Source: an optimization exercise on an open RTL-to-GDS flow (aim: small area). Production flows keep margins and buffers that such runs may drop.
Only simulation tests tie the RTL to the original design; equivalence was not proved.

run D:
==> flow/design.v <==
`default_nettype none
module connect4_top (
	input  logic                 clock,
	input  logic                 reset_n,
	input  logic                 wb_cyc_i,
	input  logic                 wb_stb_i,
	input  logic                 wb_we_i,
	input  logic [2-1:0] wb_adr_i,
	input  logic [8-1:0] wb_dat_i,
	output logic                 wb_ack_o,
	output logic [32-1:0] wb_dat_o,
	input  logic                 pix_ready,
	output logic                 pix_valid,
	output logic [8-1:0]  pix_x,
	output logic [7-1:0]  pix_y,
	output logic [3-1:0] pix_colour
);
	localparam int NC = 7;
	localparam int NR = 7;
	logic       ack_q;
	logic       rd_q;
	logic       move_req;
	logic       new_game;
	logic [2:0] move_col;
	logic       painting;
	logic       req;
	logic       is_move;
	logic       accept;
	assign req     = wb_cyc_i && wb_stb_i && !ack_q;
	assign is_move = wb_we_i && (wb_adr_i == 2'd0);
	assign accept  = req && !(is_move && painting);
	always_ff @(posedge clock) begin
		if (!reset_n) begin
			ack_q    <= 1'b0;
			rd_q     <= 1'b0;
			move_req <= 1'b0;
			new_game <= 1'b0;
		end else begin
			ack_q    <= accept;
			rd_q     <= accept && !wb_we_i && (wb_adr_i == 2'd2);
			move_req <= accept && is_move;
			new_game <= accept && wb_we_i && (wb_adr_i == 2'd1) && (wb_dat_i == 8'd1);
		end
	end
	always_ff @(posedge clock) begin
		if (!ack_q && !painting)
			move_col <= wb_dat_i[2:0] | {3{|wb_dat_i[7:3]}};
	end
	logic              clr;
	logic [5:0]        moves;
	logic [7:0]        illegal;
	logic              go_q;
	logic              go;
	logic              ty;           
	logic [NC-1:0][2:0] h;           
	logic [NC-1:0][NR-1:0] occ;
	logic [NC-1:0][NR-1:0] cb;       
	logic [NC-1:0][NR-1:0] same;
	logic [NC-1:0]     en;           
	logic [2:0]        h_sel;
	logic              try;
	logic              legal;
	logic              place;
	logic              bad;
	logic              clr_h;
	logic              pend;
	assign clr = !reset_n || new_game;
	assign clr_h = !reset_n || ((new_game || pend) && !painting);
	always_ff @(posedge clock) begin
		pend <= reset_n && (new_game || pend) && painting;
	end
	assign ty  = moves[0];
	assign try = move_req && !go_q;
	for (genvar c = 0; c < NC; c++) begin : gen
		assign en[c] = try && (move_col == 3'(c)) && !(&h[c]);
	end
	assign legal = |en;
	assign place = legal;
	assign bad   = move_req && !legal;
	always_comb begin
		h_sel = '0;
		for (int c = 0; c < NC; c++)
			h_sel = h_sel | ({3{move_col == 3'(c)}} & h[c]);
	end
	function automatic logic [7:0] inc8(input logic [7:0] q, input logic e);
		logic t;
		t = e;
		for (int i = 0; i < 8; i++) begin
			inc8[i] = q[i] ^ t;
			t = t & q[i];
		end
	endfunction
	always_ff @(posedge clock) begin
		logic [7:0] m;
		m       = inc8({2'b00, moves}, place);
		moves   <= clr ? 6'd0 : m[5:0];
		illegal <= clr ? 8'd0 : inc8(illegal, bad);
	end
	for (genvar c = 0; c < NC; c++) begin : gcol
		always_ff @(posedge clock) begin
			h[c][0] <= !clr_h && (h[c][0] ^ en[c]);
			h[c][1] <= !clr_h && (h[c][1] ^ (en[c] && h[c][0]));
			h[c][2] <= !clr_h && (h[c][2] ^ (en[c] && h[c][0] && h[c][1]));
		end
		for (genvar r = 0; r < NR; r++) begin : gcell
			assign occ[c][r] = (h[c] > 3'(r));
			always_ff @(posedge clock) begin
				if (!occ[c][r])
					cb[c][r] <= ty;
			end
			assign same[c][r] = cb[c][r] ^ ty;
		end
	end
	logic pv;       
	logic pv2;      
	logic hit;
	function automatic logic run4(input logic [6:0] x, input int n);
		case (n)
			4: run4 = x[0] & x[1] & x[2] & x[3];
			5: run4 = x[1] & x[2] & x[3] & (x[0] | x[4]);
			6: run4 = x[2] & x[3] & ((x[0] & x[1]) | (x[1] & x[4]) | (x[4] & x[5]));
			default: run4 = x[3] & ((x[1] & x[2] & (x[0] | x[4])) | (x[4] & x[5] & (x[2] | x[6])));
		endcase
	endfunction
	logic hit0, hit1;
	logic [NC-1:0][NR-1:0] ncb;
	assign ncb = ~cb;
	always_comb begin
		logic [6:0] v;
		hit1 = 1'b0;
		for (int i = 0; i < 7; i++) begin
			for (int k = 0; k < 7; k++) v[k] = cb[k][i];
			hit1 = hit1 | run4(v, 7);
			for (int k = 0; k < 7; k++) v[k] = cb[i][k];
			hit1 = hit1 | run4(v, 7);
		end
		for (int s = -3; s <= 3; s++) begin
			v = '0;
			for (int k = 0; k < 7; k++)
				if (k + s >= 0 && k + s < 7) v[k - (s < 0 ? -s : 0)] = cb[k + s][k];
			hit1 = hit1 | run4(v, 7 - (s < 0 ? -s : s));
			v = '0;
			for (int k = 0; k < 7; k++)
				if (k + s >= 0 && k + s < 7) v[k - (s < 0 ? -s : 0)] = cb[k + s][6 - k];
			hit1 = hit1 | run4(v, 7 - (s < 0 ? -s : s));
		end
	end
	always_comb begin
		logic [6:0] v;
		hit0 = 1'b0;
		for (int i = 0; i < 7; i++) begin
			for (int k = 0; k < 7; k++) v[k] = ncb[k][i];
			hit0 = hit0 | run4(v, 7);
			for (int k = 0; k < 7; k++) v[k] = ncb[i][k];
			hit0 = hit0 | run4(v, 7);
		end
		for (int s = -3; s <= 3; s++) begin
			v = '0;
			for (int k = 0; k < 7; k++)
				if (k + s >= 0 && k + s < 7) v[k - (s < 0 ? -s : 0)] = ncb[k + s][k];
			hit0 = hit0 | run4(v, 7 - (s < 0 ? -s : s));
			v = '0;
			for (int k = 0; k < 7; k++)
				if (k + s >= 0 && k + s < 7) v[k - (s < 0 ? -s : 0)] = ncb[k + s][6 - k];
			hit0 = hit0 | run4(v, 7 - (s < 0 ? -s : s));
		end
	end
	assign hit = ty ? hit0 : hit1;
	assign go = go_q || (pv2 && hit);
	always_ff @(posedge clock) begin
		if (clr)
			go_q <= 1'b0;
		else
			go_q <= go;
	end
	logic       busy;
	logic [3:0] off;
	logic       pcol;
	always_ff @(posedge clock) begin
		if (!reset_n) begin
			pv   <= 1'b0;
			pv2  <= 1'b0;
			busy <= 1'b0;
			off  <= '0;
		end else begin
			pv  <= place;
			pv2 <= pv;
			if (pv)
				busy <= 1'b1;
			else if (busy && pix_ready && off == 4'hf)
				busy <= 1'b0;
			if (busy && pix_ready)
				off <= off + 1'b1;
		end
	end
	always_ff @(posedge clock) begin
		if (move_req) begin
			pcol <= ty;
		end
	end
	assign painting   = busy || pv;
	assign pix_valid  = busy;
	assign pix_x      = {3'b000, move_col, off[1:0]};
	assign pix_y      = {2'b00, ~h_sel, off[3:2]};
	assign pix_colour = pcol ? 3'b001 : 3'b100;
	logic [19:0] status;
	assign status = {illegal, moves, go, painting, ty, !ty, go && !ty, go && ty};
	assign wb_ack_o = ack_q;
	assign wb_dat_o = rd_q ? {12'b0, status} : '0;
endmodule
`default_nettype wire
export LEC_CHECK = 0
export CAP_MARGIN = 20
export CORE_MARGIN = 2
export CORE_UTILIZATION = 70
export SLEW_MARGIN = 20
create_clock -name core_clock -period 10.0 [get_ports {clock}]
standard.sh (not shown) runs the stock make flow with config.mk's settings and CLKGATE_MAP_FILE= SYNTH_SCRIPT=/design/flow/synth_recipe.tcl, a recipe that flattens the netlist after the stock synthesis.
==> flow/flow/run.sh <==
#!/bin/bash
# Standard layout with smaller port buffers, one tie cell per constant and no
# dummy clock loads. Synthesis is the standard one.
set -euo pipefail
bash standard.sh \
	BUFFER_PORTS_ARGS="-buffer_cell sky130_fd_sc_hd__buf_1" \
	SKIP_REPAIR_TIE_FANOUT=1 \
	CTS_ARGS="-sink_clustering_enable -repair_clock_nets -dont_use_dummy_load" \
	finish > standard_flow.log 2>&1
Edits applied to the flow inputs when going from run D to run B:
--- a/flow/design.v
+++ b/flow/design.v
@@ -121,52 +121,28 @@
 			6: run4 = x[2] & x[3] & ((x[0] & x[1]) | (x[1] & x[4]) | (x[4] & x[5]));
 			default: run4 = x[3] & ((x[1] & x[2] & (x[0] | x[4])) | (x[4] & x[5] & (x[2] | x[6])));
 		endcase
 	endfunction
-	logic hit0, hit1;
-	logic [NC-1:0][NR-1:0] ncb;
-	assign ncb = ~cb;
 	always_comb begin
 		logic [6:0] v;
-		hit1 = 1'b0;
+		hit = 1'b0;
 		for (int i = 0; i < 7; i++) begin
-			for (int k = 0; k < 7; k++) v[k] = cb[k][i];
-			hit1 = hit1 | run4(v, 7);
-			for (int k = 0; k < 7; k++) v[k] = cb[i][k];
-			hit1 = hit1 | run4(v, 7);
+			for (int k = 0; k < 7; k++) v[k] = same[k][i];
+			hit = hit | run4(v, 7);
+			for (int k = 0; k < 7; k++) v[k] = same[i][k];
+			hit = hit | run4(v, 7);
 		end
 		for (int s = -3; s <= 3; s++) begin
 			v = '0;
 			for (int k = 0; k < 7; k++)
-				if (k + s >= 0 && k + s < 7) v[k - (s < 0 ? -s : 0)] = cb[k + s][k];
-			hit1 = hit1 | run4(v, 7 - (s < 0 ? -s : s));
+				if (k + s >= 0 && k + s < 7) v[k - (s < 0 ? -s : 0)] = same[k + s][k];
+			hit = hit | run4(v, 7 - (s < 0 ? -s : s));
 			v = '0;
 			for (int k = 0; k < 7; k++)
-				if (k + s >= 0 && k + s < 7) v[k - (s < 0 ? -s : 0)] = cb[k + s][6 - k];
-			hit1 = hit1 | run4(v, 7 - (s < 0 ? -s : s));
+				if (k + s >= 0 && k + s < 7) v[k - (s < 0 ? -s : 0)] = same[k + s][6 - k];
+			hit = hit | run4(v, 7 - (s < 0 ? -s : s));
 		end
 	end
-	always_comb begin
-		logic [6:0] v;
-		hit0 = 1'b0;
-		for (int i = 0; i < 7; i++) begin
-			for (int k = 0; k < 7; k++) v[k] = ncb[k][i];
-			hit0 = hit0 | run4(v, 7);
-			for (int k = 0; k < 7; k++) v[k] = ncb[i][k];
-			hit0 = hit0 | run4(v, 7);
-		end
-		for (int s = -3; s <= 3; s++) begin
-			v = '0;
-			for (int k = 0; k < 7; k++)
-				if (k + s >= 0 && k + s < 7) v[k - (s < 0 ? -s : 0)] = ncb[k + s][k];
-			hit0 = hit0 | run4(v, 7 - (s < 0 ? -s : s));
-			v = '0;
-			for (int k = 0; k < 7; k++)
-				if (k + s >= 0 && k + s < 7) v[k - (s < 0 ? -s : 0)] = ncb[k + s][6 - k];
-			hit0 = hit0 | run4(v, 7 - (s < 0 ? -s : s));
-		end
-	end
-	assign hit = ty ? hit0 : hit1;
 	assign go = go_q || (pv2 && hit);
 	always_ff @(posedge clock) begin
 		if (clr)
 			go_q <= 1'b0;
Results
- Run B | status: complete | timing, DRC, antenna: pass
- Diff run D -> run B: delay of the slowest critical-path stage now smaller; share of the synthesized netlist area taken by xor and xnor gates neither gained nor lost much; sum of met2 wire segment lengths after detailed routing moved down.
- Between run D and run B, the worst endpoint required time does not differ in any meaningful way.
- Cmp run D and run B / clock skew / lower: run B
- Against run D, global-route wire length before repair in run B fell by a few percent.
- Relative to run D, area after synthesis increased by about 1.3% in run B.
- Area occupied by registers essentially unchanged between run B and run D.
- NOTE area after detailed placement run D->run B increased slightly
- Between run D and run B, the difference in final cell count is negligible.
- STATUS total non-filler cell area in the finished layout: run B loses against run D
- Run B vs. run D: starting utilization of the core area shows an increase of 0.56 points; number of CTS-inserted buffers stayed essentially flat; final critical-path required period +0.18 ns.

==> what the ideal ports hide <==
How much do the figures lean on ideal ports? The routed layouts below were timed once more, with nothing changed but the port constraints. Step 1 sets driving cells, clkbuf_16 on the clock port and buf_2 on the other inputs (assumed; they add their load-dependent delay and slew). Step 2 moves the port delays by t, midway between the first and last clock arrival at a register: inputs arrive t later, outputs are due t later. That takes back most of the time a late clock gives input paths. Slacks: no drivers / after step 1 / after step 2; pairs: no drivers / after step 1.
run	t, ns	slack for setup (ns)	worst setup path at the end	slew at the worst register clock pin (ns)
run D	0.374	5.404 / 5.371 / 5.745	register to output	0.10 / 0.10
run B	0.382	5.225 / 5.194 / 5.576	register to output	0.11 / 0.11
After both steps setup and hold are still met in every run listed.
